This design comes from an exercise in tuning for small area on the open sky130 flow, not from production work. At most, simulation tests tie the RTL to the original design; equivalence was not proved. Power and IR drop assume default switching activity.

==> flow/design.v <==
module axis_adxl_responder #(
  parameter logic [6:0] DEV_ADDR  = 7'h53,
  parameter logic [7:0] DEVID_VAL = 8'hE5
) (
  input  logic        clk,
  input  logic        reset,
  input  logic [31:0] s_axis_tdata,
  input  logic [3:0]  s_axis_tkeep,
  input  logic [7:0]  s_axis_tdest,
  input  logic        s_axis_tvalid,
  input  logic        s_axis_tlast,
  output logic        s_axis_tready,
  output logic [31:0] m_axis_tdata,
  output logic [3:0]  m_axis_tkeep,
  output logic [7:0]  m_axis_tdest,
  output logic        m_axis_tvalid,
  output logic        m_axis_tlast,
  input  logic        m_axis_tready,
  output logic [7:0]  power_ctl
);
  logic [15:0][3:0][7:0] regs_q;
  logic [5:0]  ptr_q;
  logic        resp_q;     
  logic        busy_q;     
  logic        wr_q;       
  logic        pend_q;     
  logic        first_q;    
  logic [7:0]  left_q;     
  logic        idle, hdr_acc, match, is_rd, wr_acc;
  logic [7:0]  n_eff;
  assign s_axis_tready = !reset && !resp_q;
  assign m_axis_tvalid = resp_q;
  assign m_axis_tdest  = {DEV_ADDR, 1'b1};
  assign power_ctl     = regs_q[4'hB][1];
  assign idle    = !resp_q && !busy_q;
  assign hdr_acc = idle && s_axis_tvalid;
  assign match   = (s_axis_tdest[7:1] == DEV_ADDR);
  assign is_rd   = match && s_axis_tdest[0];
  assign wr_acc  = busy_q && wr_q && s_axis_tvalid;
  assign n_eff   = (s_axis_tdata[7:0] == 8'h00) ? 8'd1 : s_axis_tdata[7:0];
  logic [3:0]      lane_wr;     
  logic [3:0][1:0] lane_o;      
  logic [2:0]      n_wr;        
  logic [5:0]      ld_byte;     
  logic [5:0]      base;
  logic            any_keep;
  always_comb begin
    logic [2:0] cnt;
    logic       got;
    cnt      = '0;
    got      = !first_q;
    ld_byte  = '0;
    lane_wr  = '0;
    lane_o   = '0;
    for (int i = 0; i < 4; i++) begin
      if (s_axis_tkeep[i]) begin
        if (!got) begin
          ld_byte = s_axis_tdata[i*8 +: 6];
          got     = 1'b1;
        end else begin
          lane_wr[i] = 1'b1;
          lane_o[i]  = cnt[1:0];
          cnt        = cnt + 3'd1;
        end
      end
    end
    n_wr     = cnt;
    any_keep = |s_axis_tkeep;
  end
  assign base = (first_q && !resp_q) ? ld_byte : ptr_q;
  logic [3:0][3:0] bank_sel;    
  logic [3:0]      bank_we;
  logic [3:0]      bank_nx;
  logic [3:0][7:0] bank_d;
  always_comb begin
    for (int b = 0; b < 4; b++) begin
      logic [1:0] rel;
      rel        = 2'(b) - base[1:0];
      bank_nx[b] = (2'(b) < base[1:0]);
      for (int i = 0; i < 4; i++) bank_sel[b][i] = lane_wr[i] && (lane_o[i] == rel);
      bank_we[b] = wr_acc && (|bank_sel[b]);
      bank_d[b]  = '0;
      for (int i = 0; i < 4; i++) begin
        if (bank_sel[b][i] && !reset) bank_d[b] = bank_d[b] | s_axis_tdata[i*8 +: 8];
      end
    end
  end
  logic [15:0] row_hit;
  logic [3:0]  we_here, we_next;
  always_comb begin
    for (int r = 0; r < 16; r++) row_hit[r] = (base[5:2] == 4'(r));
    for (int b = 0; b < 4; b++) begin
      we_here[b] = bank_we[b] && !bank_nx[b];
      we_next[b] = bank_we[b] && bank_nx[b];
    end
  end
  for (genvar r = 0; r < 16; r++) begin : g_row
    for (genvar b = 0; b < 4; b++) begin : g_bank
      if (r == 0 && b == 0) begin : g_devid
        assign regs_q[r][b] = DEVID_VAL;
      end else begin : g_reg
        logic [7:0] q;
        logic       wr, hold;
        assign wr   = (we_here[b] && row_hit[r]) || (we_next[b] && row_hit[(r + 15) % 16]);
        assign hold = !(wr || reset);
        if (r == 11 && b == 0) begin : g_2c
          adxl_byte_reg_0a u_byte (
            .clk(clk), .reset(reset), .hold(hold), .wr(wr), .d(bank_d[b]), .q(q)
          );
        end else begin : g_00
          adxl_byte_reg u_byte (
            .clk(clk), .hold(hold), .wr(wr), .d(bank_d[b]), .q(q)
          );
        end
        assign regs_q[r][b] = q;
      end
    end
  end
  logic       resp_acc;
  logic [2:0] ptr_inc;
  assign resp_acc = resp_q && m_axis_tready;
  assign ptr_inc  = resp_q ? (m_axis_tlast ? left_q[2:0] : 3'd4) : n_wr;
  always_ff @(posedge clk) begin
    if (reset) begin
      resp_q <= 1'b0;
      busy_q <= 1'b0;
      ptr_q  <= '0;
    end else begin
      if (hdr_acc) begin
        if (!s_axis_tlast) busy_q <= 1'b1;
        if (is_rd && s_axis_tlast) resp_q <= 1'b1;
      end
      if (busy_q && s_axis_tvalid && s_axis_tlast) begin
        busy_q <= 1'b0;
        if (!wr_q && pend_q) resp_q <= 1'b1;
      end
      if (resp_acc || (wr_acc && (!first_q || any_keep))) ptr_q <= base + {3'b0, ptr_inc};
      if (resp_acc && m_axis_tlast) resp_q <= 1'b0;
    end
  end
  always_ff @(posedge clk) begin
    if (hdr_acc) begin
      wr_q    <= match && !s_axis_tdest[0];
      pend_q  <= is_rd;
      first_q <= 1'b1;
      left_q  <= n_eff;
    end
    if (wr_acc && any_keep) first_q <= 1'b0;
    if (resp_acc) left_q[7:2] <= left_q[7:2] - 6'd1;
  end
  logic [5:0] cur;
  assign cur = ptr_q;
  assign m_axis_tlast = (left_q[7:3] == 5'd0) && !(left_q[2] && (left_q[1:0] != 2'd0));
  assign m_axis_tkeep = {|left_q[7:2],
                         (|left_q[7:2]) || (&left_q[1:0]),
                         |left_q[7:1],
                         1'b1};
  logic [15:0]     cur_row;
  logic [3:0][7:0] bank_q;
  always_comb begin
    for (int r = 0; r < 16; r++) cur_row[r] = (cur[5:2] == 4'(r));
    for (int b = 0; b < 4; b++) begin
      bank_q[b] = '0;
      for (int r = 0; r < 16; r++) begin
        if ((2'(b) < cur[1:0]) ? cur_row[(r + 15) % 16] : cur_row[r])
          bank_q[b] = bank_q[b] | regs_q[r][b];
      end
    end
    for (int i = 0; i < 4; i++) begin
      logic [1:0] src;
      src = 2'(i) + cur[1:0];
      m_axis_tdata[i*8 +: 8] = m_axis_tkeep[i] ? bank_q[src] : 8'h00;
    end
  end
endmodule
module adxl_byte_reg (
  input  logic       clk,
  input  logic       hold,
  input  logic       wr,
  input  logic [7:0] d,
  output logic [7:0] q
);
  always_ff @(posedge clk) q <= (q & {8{hold}}) | (d & {8{wr}});
endmodule
module adxl_byte_reg_0a (
  input  logic       clk,
  input  logic       reset,
  input  logic       hold,
  input  logic       wr,
  input  logic [7:0] d,
  output logic [7:0] q
);
  always_ff @(posedge clk) q <= (q & {8{hold}}) | (d & {8{wr}}) | (8'h0A & {8{reset}});
endmodule
==> flow/config.mk <==
export PLATFORM = sky130hd
export DESIGN_NAME = axis_adxl_responder
export DESIGN_NICKNAME = axis_adxl_responder
export VERILOG_FILES = /design/flow/design.v
export SDC_FILE = /design/flow/constraint.sdc
export NUM_CORES = 4
export LEC_CHECK = 0
export CAP_MARGIN = 20
export CELL_PAD_IN_SITES_DETAIL_PLACEMENT = 1
export CELL_PAD_IN_SITES_GLOBAL_PLACEMENT = 1
export CORE_MARGIN = 2
export CORE_UTILIZATION = 55
export GPL_ROUTABILITY_DRIVEN = 1
export PLACE_DENSITY = 0.65
export SLEW_MARGIN = 20
export SYNTH_HIERARCHICAL = 1
==> flow/constraint.sdc <==
create_clock -name core_clock -period 12.0 [get_ports {clk}]
set_input_delay 2.4000 -clock core_clock [delete_from_list [all_inputs] [get_ports {clk}]]
set_output_delay 2.4000 -clock core_clock [all_outputs]
set_load 0.01 [all_outputs]
standard.sh (not shown) runs the stock make flow with config.mk's settings and CLKGATE_MAP_FILE= SYNTH_SCRIPT=/design/flow/synth_recipe.tcl, a recipe that flattens the netlist after the stock synthesis.
==> flow/flow/run.sh <==
#!/bin/bash
# Own layout flow: the standard layout, except that
#  * synthesis is the standard synthesis script with ABC's area-oriented
#    mapping script (flow/area.abc) in place of the speed script; all the
#    Yosys passes before ABC (and so the registers) are unchanged;
#  * port buffers are the smallest buffer (buf_1);
#  * CTS uses larger sink clusters and no dummy loads.
# Each tool's output goes to a log file in the work folder.
set -euo pipefail
W=$(pwd)

# Synthesis script: synth_recipe.tcl, sourcing a copy of ORFS's synth.tcl
# whose ABC call uses flow/area.abc.
sed "s#source \$::env(SCRIPTS_DIR)/synth_preamble.tcl#source \$::env(SCRIPTS_DIR)/synth_preamble.tcl\nset abc_args [lreplace \$abc_args 1 1 $W/flow/area.abc]#" \
  "$FLOW_HOME/scripts/synth.tcl" > "$W/own_synth.tcl"
grep -q "flow/area.abc" "$W/own_synth.tcl"
sed "s#\$::env(SCRIPTS_DIR)/synth.tcl#$W/own_synth.tcl#" "$W/synth_recipe.tcl" > "$W/own_synth_recipe.tcl"
grep -q "own_synth.tcl" "$W/own_synth_recipe.tcl"

make -C "$FLOW_HOME" DESIGN_CONFIG="$W/config.mk" WORK_HOME="$W/orfs" CLKGATE_MAP_FILE= \
  SYNTH_SCRIPT="$W/own_synth_recipe.tcl" synth > "$W/synth.log" 2>&1

CTS="-sink_clustering_enable -repair_clock_nets -sink_clustering_size 16 -sink_clustering_max_diameter 60 -buf_list sky130_fd_sc_hd__clkbuf_8 -dont_use_dummy_load"
bash "$W/standard.sh" "BUFFER_PORTS_ARGS=-buffer_cell sky130_fd_sc_hd__buf_1" "CTS_ARGS=$CTS" finish > "$W/layout.log" 2>&1
==> flow/flow/area.abc <==
&get -n
&st
&dch -f
&nf -a -R 1000
&st
&syn2
&dch -f
&nf -a -R 1000
&put
topo
Change:
--- a/flow/design.v
+++ b/flow/design.v
@@ -102,17 +102,11 @@
         logic [7:0] q;
         logic       wr, hold;
         assign wr   = (we_here[b] && row_hit[r]) || (we_next[b] && row_hit[(r + 15) % 16]);
         assign hold = !(wr || reset);
-        if (r == 11 && b == 0) begin : g_2c
-          adxl_byte_reg_0a u_byte (
-            .clk(clk), .reset(reset), .hold(hold), .wr(wr), .d(bank_d[b]), .q(q)
-          );
-        end else begin : g_00
-          adxl_byte_reg u_byte (
-            .clk(clk), .hold(hold), .wr(wr), .d(bank_d[b]), .q(q)
-          );
-        end
+        adxl_byte_reg #(.RV((r == 11 && b == 0) ? 8'h0A : 8'h00)) u_byte (
+          .clk(clk), .reset(reset), .hold(hold), .wr(wr), .d(bank_d[b]), .q(q)
+        );
         assign regs_q[r][b] = q;
       end
     end
   end
@@ -166,29 +160,20 @@
           bank_q[b] = bank_q[b] | regs_q[r][b];
       end
     end
     for (int i = 0; i < 4; i++) begin
-      logic [1:0] src;
-      src = 2'(i) + cur[1:0];
-      m_axis_tdata[i*8 +: 8] = m_axis_tkeep[i] ? bank_q[src] : 8'h00;
+      m_axis_tdata[i*8 +: 8] = m_axis_tkeep[i] ? bank_q[2'(i) + cur[1:0]] : 8'h00;
     end
   end
 endmodule
-module adxl_byte_reg (
-  input  logic       clk,
-  input  logic       hold,
-  input  logic       wr,
-  input  logic [7:0] d,
-  output logic [7:0] q
-);
-  always_ff @(posedge clk) q <= (q & {8{hold}}) | (d & {8{wr}});
-endmodule
-module adxl_byte_reg_0a (
+module adxl_byte_reg #(
+  parameter logic [7:0] RV = 8'h00
+) (
   input  logic       clk,
   input  logic       reset,
   input  logic       hold,
   input  logic       wr,
   input  logic [7:0] d,
   output logic [7:0] q
 );
-  always_ff @(posedge clk) q <= (q & {8{hold}}) | (d & {8{wr}}) | (8'h0A & {8{reset}});
+  always_ff @(posedge clk) q <= (q & {8{hold}}) | (d & {8{wr}}) | (RV & {8{reset}});
 endmodule
Outcome: The new run finished clean. Design area shrinks by about 1%. Routed wire length shrinks by 2.7%. Area after synthesis shrinks by about 1.1%. Setup slack got worse by 0.45 ns. Total power shrinks by 0.50%. Hold slack barely changes. Flip-flop and latch count does not change. Non-clock buffer count grows by 4. Global-route usage shrinks by 0.12 points. Via count shrinks by 0.80%. Sequential share of layout area grows by 0.46 points. Count of clock-buffer cells in the layout stays the same. Final cell count barely changes. Register-to-register slack got worse by 0.90 ns.
No functional check of the RTL was part of the second run of this note.

port drivers added, routing unchanged:
No port has a modelled driver above. Below, the same layouts with a new extraction and two added sets of constraints.
Step 1: set_driving_cell puts a clkbuf_16 on clk and a buf_2 on each other input, an assumption about the parent block.
Step 2 also shifts input and output timing later by t, the mid clock arrival at the registers, as if the neighbouring blocks saw the same clock.
a / b / c = ideal / step 1 / step 2; a / b = the first two.
| run | t (ns) | slack for setup (ns) | clock arrival spread, ns | slew at the worst register clock pin (ns) | worst data-port slew with drivers (ns) |
|---|---|---|---|---|---|
| the first run | 0.687 | 4.233 / 4.177 / 4.009 | 0.073 / 0.072 | 0.11 / 0.11 | 0.10 |
| the second run | 0.699 | 3.781 / 3.791 / 3.092 | 0.075 / 0.075 | 0.11 / 0.11 | 0.06 |
After both steps every run listed still meets setup and hold. For the second run, which loses most, drivers alone change the setup slack by +0.010 ns; drivers and shift together by -0.689 ns.
